Source: an optimization exercise on an open RTL-to-GDS flow (aim: small area, a short achievable clock period and few clock cycles per item). Production flows keep margins and buffers that such runs may drop. Function was checked by simulation only, so behaviour that the tests miss may differ from the original.

==> flow/design.v, too long to show whole: its modules and the start of the top module <==
// module material_eval: 2953 lines
// module phase_count: 375 lines
// module taper_blend: 1731 lines
// module eval_control: 57 lines
// module board_eval: 50 lines
module board_eval
#(
   parameter int EVAL_WIDTH = 16                       
)
(
   input  logic                         clk,
   input  logic                         reset,
   input  logic [255:0]                 board_in,
   input  logic                         board_valid,
   input  logic                         attack_done,
   input  logic                         clear_eval,
   output logic signed [EVAL_WIDTH-1:0] eval,
   output logic                         eval_valid
);
  // ...
==> flow/run.sh <==
#!/bin/bash
# synth_recipe.tcl (not shown) runs the flow's synth.tcl, then flattens the netlist and writes it again
# the make line also repeats each setting of config.mk as NAME=value (left out here)
make -C /OpenROAD-flow-scripts/flow DESIGN_CONFIG=/design/flow/config.mk WORK_HOME=/design/flow/orfs CLKGATE_MAP_FILE= SYNTH_SCRIPT=/design/flow/synth_recipe.tcl finish
==> flow/config.mk <==
export PLATFORM = sky130hd
export DESIGN_NAME = board_eval
export DESIGN_NICKNAME = board_eval
export VERILOG_FILES = /design/flow/design.v
export SDC_FILE = /design/flow/constraint.sdc
export NUM_CORES = 4
export LEC_CHECK = 0
export CAP_MARGIN = 20
export CORE_MARGIN = 2
export CORE_UTILIZATION = 40
export SLEW_MARGIN = 20
==> flow/constraint.sdc <==
create_clock -name core_clock -period 7.0 [get_ports {clk}]
set_input_delay 1.4000 -clock core_clock [delete_from_list [all_inputs] [get_ports {clk}]]
set_output_delay 1.4000 -clock core_clock [all_outputs]
set_load 0.01 [all_outputs]
==> summary.txt, run 1 <==
register bank with the most flops: u_material_eval.cnt
cell accounting for the most synthesized area: fa_1
RSZ-0062 raised after global routing: false
Final Cycle Share: 93.8%
clock buffer depth: 2
IO buf count: 277
Worst Reg-to-Reg Cells: 24
max-cap violation count: 0
Critical Path Most Common Cell: fa_1
outcome: no timing/DRC/antenna violations
Skew-Pair Late Insertion Delay: 0.49 ns
chip width: 305 microns
clk sinks: 145
Ports: 278
critical register-to-register path endpoint: u_taper_blend.eval[6]$_DFFE_PP_
Top Metal Used: met5
crit path buf inv count: 4
fraction of area in non-clock buffers: 8.01%
largest net degree at the start of global routing: 20
met3 wirelength from detailed routing: 6860 microns
Metal-1 WL: 45900 microns
Buffers excl. clock: 340
P&R area growth vs syn: 12.0%
Worst-Margin Slew: 0.757 ns
# Taps: 1176
Residual DRC: 0
Placed Instances: 5556
Yosys warning count: 4
via count: 29700
vias per cell: 5.31
Setup Crit Path Kind: reg -> reg
Yosys top cell area share: 34.7%
combined area of the multi-input logic cells: 0.0289 sq mm
design area: 0.0405 sq mm
DP Area: 0.0400 sq mm
number of global-route vias before repair: 29300
Cells after Synth: 4288
Testbench counts, summed over its fixed seeds: cycles 2,048, boards 512.
==> run 2: changes to the inputs <==
==> flow/flow/run.sh (new file) <==
#!/bin/bash
# The standard layout with two changes:
#  - after the standard synthesis, fapol.py removes inverters around the full adders
#    by using some adders with all pins inverted (a full adder is self-dual); the
#    registers are not touched;
#  - the input and output ports are buffered with buf_2 cells.
set -euo pipefail
R=orfs/results/sky130hd/board_eval/base
bash standard.sh synth > synth_flow.log 2>&1
cp $R/1_2_yosys.v synth_standard.v
python3 flow/fapol.py synth_standard.v $R/1_2_yosys.v > fapol.log 2>&1
touch $R/1_2_yosys.v
bash standard.sh finish BUFFER_PORTS_ARGS="-buffer_cell sky130_fd_sc_hd__buf_2" > finish_flow.log 2>&1
==> flow/flow/fapol.py (new file) <==
#!/usr/bin/env python3
"""Removes inverters around full-adder cells in a Yosys gate netlist.

A full adder is self-dual: FA(~a, ~b, ~c) = (~sum, ~cout). Synthesis extracts full
adders with arbitrary input and output polarities and fills the gaps with inverters.
This script picks, for every full adder, whether to use it as is or with all of its
pins inverted, so as to need as few inverters as possible, then rewires the netlist:
every inverter is removed and one inverter per net is put back where some load
needs the inverted value. Registers and all other cells are left as they are.

usage: fapol.py in.v out.v
"""
import math
import random
import re
import sys
from collections import defaultdict

OUT_PINS = {'X', 'Y', 'Q', 'Q_N', 'SUM', 'COUT', 'HI', 'LO'}

src = open(sys.argv[1]).read()
m = re.search(r'^module\s.*?;\n', src, re.S | re.M)
head_end = m.end()
body = src[head_end:]
inst_re = re.compile(r'^\s*(sky130_fd_sc_hd__\w+)\s+(\S+)\s*\((.*?)\);\n', re.S | re.M)
pin_re = re.compile(r'\.(\w+)\(([^()]*)\)')

decls = []       # text lines that are not instances (ports, wires)
insts = []       # [type, name, [(pin, net)]]
pos = 0
for mm in inst_re.finditer(body):
    decls.append(body[pos:mm.start()])
    insts.append([mm.group(1), mm.group(2), [(p, n.strip()) for p, n in pin_re.findall(mm.group(3))]])
    pos = mm.end()
tail = body[pos:]
assert 'assign' not in ''.join(decls) + tail, 'assign statements not handled'

outputs = set()
for line in src[:head_end].split('\n') + ''.join(decls).split('\n'):
    mo = re.match(r'\s*output\s+(\[(\d+):(\d+)\]\s+)?(\S+);', line)
    if mo:
        if mo.group(1):
            hi, lo = int(mo.group(2)), int(mo.group(3))
            for i in range(min(hi, lo), max(hi, lo) + 1):
                outputs.add('%s[%d]' % (mo.group(4), i))
        else:
            outputs.add(mo.group(4))


def is_inv(t):
    return re.match(r'sky130_fd_sc_hd__inv_\d+$', t) is not None


def is_fa(t):
    return re.match(r'sky130_fd_sc_hd__fa_\d+$', t) is not None


driver = {}
for idx, (t, name, pins) in enumerate(insts):
    for p, n in pins:
        if p in OUT_PINS:
            driver[n] = idx

# Inverters that may be removed: not driving an output port
removable = set()
for idx, (t, name, pins) in enumerate(insts):
    if is_inv(t):
        y = dict(pins)['Y']
        if y not in outputs:
            removable.add(idx)


def resolve(n):
    """(base net, parity) through removable inverters."""
    par = 0
    seen = 0
    while n in driver and driver[n] in removable:
        n = dict(insts[driver[n]][2])['A']
        par ^= 1
        seen += 1
        assert seen < 100
    return n, par


# Loads: (instance index, pin, base, parity)
loads = []
for idx, (t, name, pins) in enumerate(insts):
    if idx in removable:
        continue
    for p, n in pins:
        if p in OUT_PINS:
            continue
        b, par = resolve(n)
        loads.append((idx, p, b, par))

fa_ids = [i for i, x in enumerate(insts) if is_fa(x[0])]
flip = defaultdict(int)
loads_of_base = defaultdict(list)
for li, (idx, p, b, par) in enumerate(loads):
    loads_of_base[b].append(li)


def drv_flip(b):
    d = driver.get(b)
    return flip[d] if d is not None and is_fa(insts[d][0]) else 0


def need_inv(li):
    idx, p, b, par = loads[li]
    lf = flip[idx] if is_fa(insts[idx][0]) else 0
    return par ^ lf ^ drv_flip(b)


def base_cost(b):
    return 1 if any(need_inv(li) for li in loads_of_base[b]) else 0


def fa_bases(i):
    out = set()
    for p, n in insts[i][2]:
        if p in OUT_PINS:
            out.add(n)
        else:
            out.add(resolve(n)[0])
    return out


bases_of_fa = {i: fa_bases(i) for i in fa_ids}
all_bases = set(loads_of_base)
before = sum(base_cost(b) for b in all_bases)
def local_cost(i):
    return sum(base_cost(b) for b in bases_of_fa[i])


# Greedy single flips, then simulated annealing with a fixed seed
def greedy():
    for sweep in range(50):
        changed = 0
        for i in fa_ids:
            c0 = local_cost(i)
            flip[i] ^= 1
            if local_cost(i) < c0:
                changed += 1
            else:
                flip[i] ^= 1
        if not changed:
            break


greedy()
rng = random.Random(1)
cur = sum(base_cost(b) for b in all_bases)
best = cur
best_flip = dict(flip)
steps = 300000
for step in range(steps):
    temp = 1.5 * (1 - step / steps) + 0.05
    i = rng.choice(fa_ids)
    c0 = local_cost(i)
    flip[i] ^= 1
    d = local_cost(i) - c0
    if d <= 0 or rng.random() < math.exp(-d / temp):
        cur += d
        if cur < best:
            best = cur
            best_flip = dict(flip)
    else:
        flip[i] ^= 1
flip.clear()
flip.update(best_flip)
greedy()
after = sum(base_cost(b) for b in all_bases)
n_removable = len(removable)

# Rewire
inv_net = {}
new_insts = []
k = 0
for b in sorted(all_bases):
    if base_cost(b):
        w = '_fapol_n%d_' % k
        inv_net[b] = w
        new_insts.append(['sky130_fd_sc_hd__inv_1', '_fapol_i%d_' % k, [('A', b), ('Y', w)]])
        k += 1
pin_net = {}
for li, (idx, p, b, par) in enumerate(loads):
    pin_net[(idx, p)] = inv_net[b] if need_inv(li) else b

dead = set(dict(insts[i][2])['Y'] for i in removable)


def drop_dead(text):
    keep = []
    for line in text.split('\n'):
        mo = re.match(r'\s*wire\s+(\S+)\s*;\s*$', line)
        if mo and mo.group(1) in dead:
            continue
        keep.append(line)
    return '\n'.join(keep)


decls = [drop_dead(x) for x in decls]
out = [src[:head_end]]
out.append(''.join(decls[:1]))
for b, w in sorted(inv_net.items(), key=lambda x: x[1]):
    out.append('  wire %s;\n' % w)
out.append(''.join(decls[1:]))


def emit(t, name, pins):
    s = '  %s %s (\n' % (t, name)
    s += ',\n'.join('    .%s(%s%s)' % (p, n, ' ' if n.startswith('\\') else '') for p, n in pins)
    return s + '\n  );\n'


for idx, (t, name, pins) in enumerate(insts):
    if idx in removable:
        continue
    pins = [(p, n if p in OUT_PINS else pin_net[(idx, p)]) for p, n in pins]
    out.append(emit(t, name, pins))
for t, name, pins in new_insts:
    out.append(emit(t, name, pins))
out.append(tail)
open(sys.argv[2], 'w').write(''.join(out))
print('fapol: %d full adders, %d flipped; inverters %d -> %d'
      % (len(fa_ids), sum(flip[i] for i in fa_ids), n_removable, after))
if len(sys.argv) > 3:
    from collections import Counter
    c = Counter()
    for b in inv_net:
        allinv = all(need_inv(li) for li in loads_of_base[b])
        d = driver.get(b)
        dt = insts[d][0].replace('sky130_fd_sc_hd__', '') if d is not None else 'port'
        c[(allinv, dt)] += 1
    for k, v in c.most_common(30):
        print(v, k)
==> flow/standard.sh (new file) <==
#!/bin/bash
# synth_recipe.tcl (not shown) runs the flow's synth.tcl, then flattens the netlist and writes it again
# the make line also repeats each setting of config.mk as NAME=value (left out here)
make -C /OpenROAD-flow-scripts/flow DESIGN_CONFIG=/design/flow/config.mk WORK_HOME=/design/flow/orfs CLKGATE_MAP_FILE= SYNTH_SCRIPT=/design/flow/synth_recipe.tcl "${@:-finish}"
removed: flow/run.sh
==> summary.txt, run 2 <==
Root Driver: clkbuf_16
Placed Instances: 5120 (-7.8%)
Initial Utilization: 40.2%
CTS Buf Count: 17
met3 wirelength from detailed routing: 6390 microns (-6.8%)
overall die height: 299 microns
number of global-route vias before repair: 27500 (-6.3%)
commonest cells after routing, fill and taps aside: fa_1, inv_1, a21oi_1
Residual DRC: 0 (unchanged)
Hold Crit Class: reg -> reg
Worst EP arrival: 6.79 ns
P&R area growth vs syn: 8.22%
DR WL/cell: 20.9 microns
metal2 WL: 52700 microns
DRT Wirelength: 108000 microns
max-cap violation count: 0 (unchanged)
worst-path fanout max: 16
IO buf count: 277 (unchanged)
vias per cell: 5.44 (+2.4%)
H-tree levels: 4
Metal-1 WL: 44000 microns (-4.1%)
via count: 28100 (-5.5%)
num rows: 108
dpl hpwl: 95800 microns
setup bufs post-CTS: 0
layout cells sized above 1: 10.2%
overall routing resource usage: 24.2%
CP Launch Type: flop
Post-CTS Resized: 0
Cells after Synth: 3886 (-9.4%)
fmax: 0.152 GHz
initial antenna violation count: 13
Top Metal Used: met5
Worst-Margin Slew: 0.766 ns (+0.00834 ns)
RSZ-0062 raised after global routing: false
Final nets: 5100
routability cong.: 0.987
Final Non-Filler Cells: 5161
commonest non-fill, non-tap cell in the layout: fa_1
largest net degree at the start of global routing: 20 (unchanged)
clk sinks: 145 (unchanged)
DRT iter0 DRCs: 2511
chip width: 299 microns (-2.1%)
top flop regs: u_material_eval.cnt: 42 flops, u_taper_blend.dig: 24 flops, u_taper_blend.p3: 18 flops
max reg flops: 42
Clock Pin Slew Worst Setup and Hold Paths: 0.06 ns
clock buffer depth: 2 (unchanged)
Ports: 278 (unchanged)
Skew-Pair Late Insertion Delay: 0.45 ns (-0.04 ns)
core box area: 0.0863 sq mm
Post-Syn Nets: 5002
Req. time, crit path: 7.19 ns
Setup Crit Path Kind: reg -> reg
Final ANT Viol Nets: 0
relative max-transition margin: 48.9%
Final Cycle Share: 94.2% (+0.41 points)
outcome: no timing/DRC/antenna violations
Hold Vio Cnt, Final: 0
Die Area: 0.0891 sq mm
Max Slew Vio Count: 0
CTS tree: done
Finished Core Util: 43.5%
register bank with the most flops: u_material_eval.cnt
worst clock skew: 0.0153 ns
first-pass GRT wire length: 164000 microns
CP endpoint kind: flop
Hold-fix buffers, CTS: 0
fillers: 8444
Post-Syn Area: 0.0347 sq mm
Post-Syn Area per Cell: 8.93 sq um
Fin Setup TNS: 0 ns
GRT overflow: 0
Yosys warning count: 4 (unchanged)
Final Setup Violations: 0
post-layout minimum cycle time: 6.60 ns
drt pass-1 iters: 10
## run 2: critical path: stages (launching register included)
cell,delay [ns]
dfxtp_1,0.49
a221oi_1,0.57
xnor2_1,0.17
fa_1,0.50
fa_1,0.45
fa_1,0.43
fa_1,0.47
ha_1,0.26
fa_1,0.44
a21o_1,0.25
a221oi_4,0.31
o21ai_1,0.13
a221oi_1,0.32
o21a_1,0.19
xor2_1,0.09
nor4b_4,0.36
nor2_1,0.09
a221o_1,0.38
a32o_1,0.31
xor2_1,0.14
## run 2: area by class of cell
cell class                 count  area [sq um]  share of cell area [%]
clock buffer                  18           429                    1.14
clock inverter                14           138                   0.367
inverter                     490          1840                    4.90
timing repair buffer         327          1760                    4.69
multi-input combinational   3003         28900                    76.8
antenna                        9          22.5                  0.0600
sequential                   145          3060                    8.16
tap                         1155          1450                    3.85
## run 2: metrics by stage
| step | setup slack (ns) | hold slack (ns) | area [sq um] |
|---|---|---|---|
| after floorplan | 0.501 | 0.414 | 34700 |
| after global placement | 0.505 | 0.421 | 37000 |
| after detailed placement | 0.441 | 0.428 | 37000 |
| after CTS | 0.445 | 0.443 | 37500 |
| after global routing | 0.0399 | 0.474 | 37500 |
| final | 0.404 | 0.438 | 37500 |
## run 2: path summary, 6_finish.rpt
check / from / to / slack, ns / depth (start not counted)
setup / recovery: u_taper_blend.dig[16]$_DFF_P_ / u_taper_blend.eval[4]$_DFFE_PP_ / 0.40 / 19
hold / removal: u_eval_control.capture_d$_SDFF_PP0_ / u_eval_control.load$_SDFF_PP0_ / 0.44 / 1
setup reg to reg: u_taper_blend.dig[16]$_DFF_P_ / u_taper_blend.eval[4]$_DFFE_PP_ / 0.40 / 19
hold reg to reg: u_eval_control.capture_d$_SDFF_PP0_ / u_eval_control.load$_SDFF_PP0_ / 0.44 / 1
## run 2: routing by layer
layer / global-route usage [%] / vias up
met3: 3.51 / 145
li1: - / 13400
met4: 9.24 / 6
met5: 0 / -
met1: 30.8 / 13700
met2: 41.6 / 871

==> re-timing with driven ports <==
The results above use ideal ports. As a check the final layouts listed here were re-extracted and re-timed, cells and wires unchanged.
Step 1 assumes that a clkbuf_16 drives the clock port and a buf_2 every other input.
Step 2 times the ports against the registers' clock, not the clock port: input delays grow and output delays shrink by t, the midpoint of the rising clock arrivals with the driver on.
a / b / c = no drivers / after step 1 / after step 2; a / b = the first two.
run	t, ns	setup slack, ns	hold slack, ns	worst setup path after step 2	worst register clock-pin slew, ns
run 1	0.545	0.433 / 0.433 / 0.349	0.452 / 0.452 / 0.452	input to register	0.08 / 0.08
run 2	0.506	0.404 / 0.404 / 0.404	0.438 / 0.438 / 0.438	register to register	0.07 / 0.07
After both steps every run listed still meets setup and hold. For run 1, which loses most, drivers alone change the setup slack by 0.000 ns; drivers and shift together by -0.084 ns.
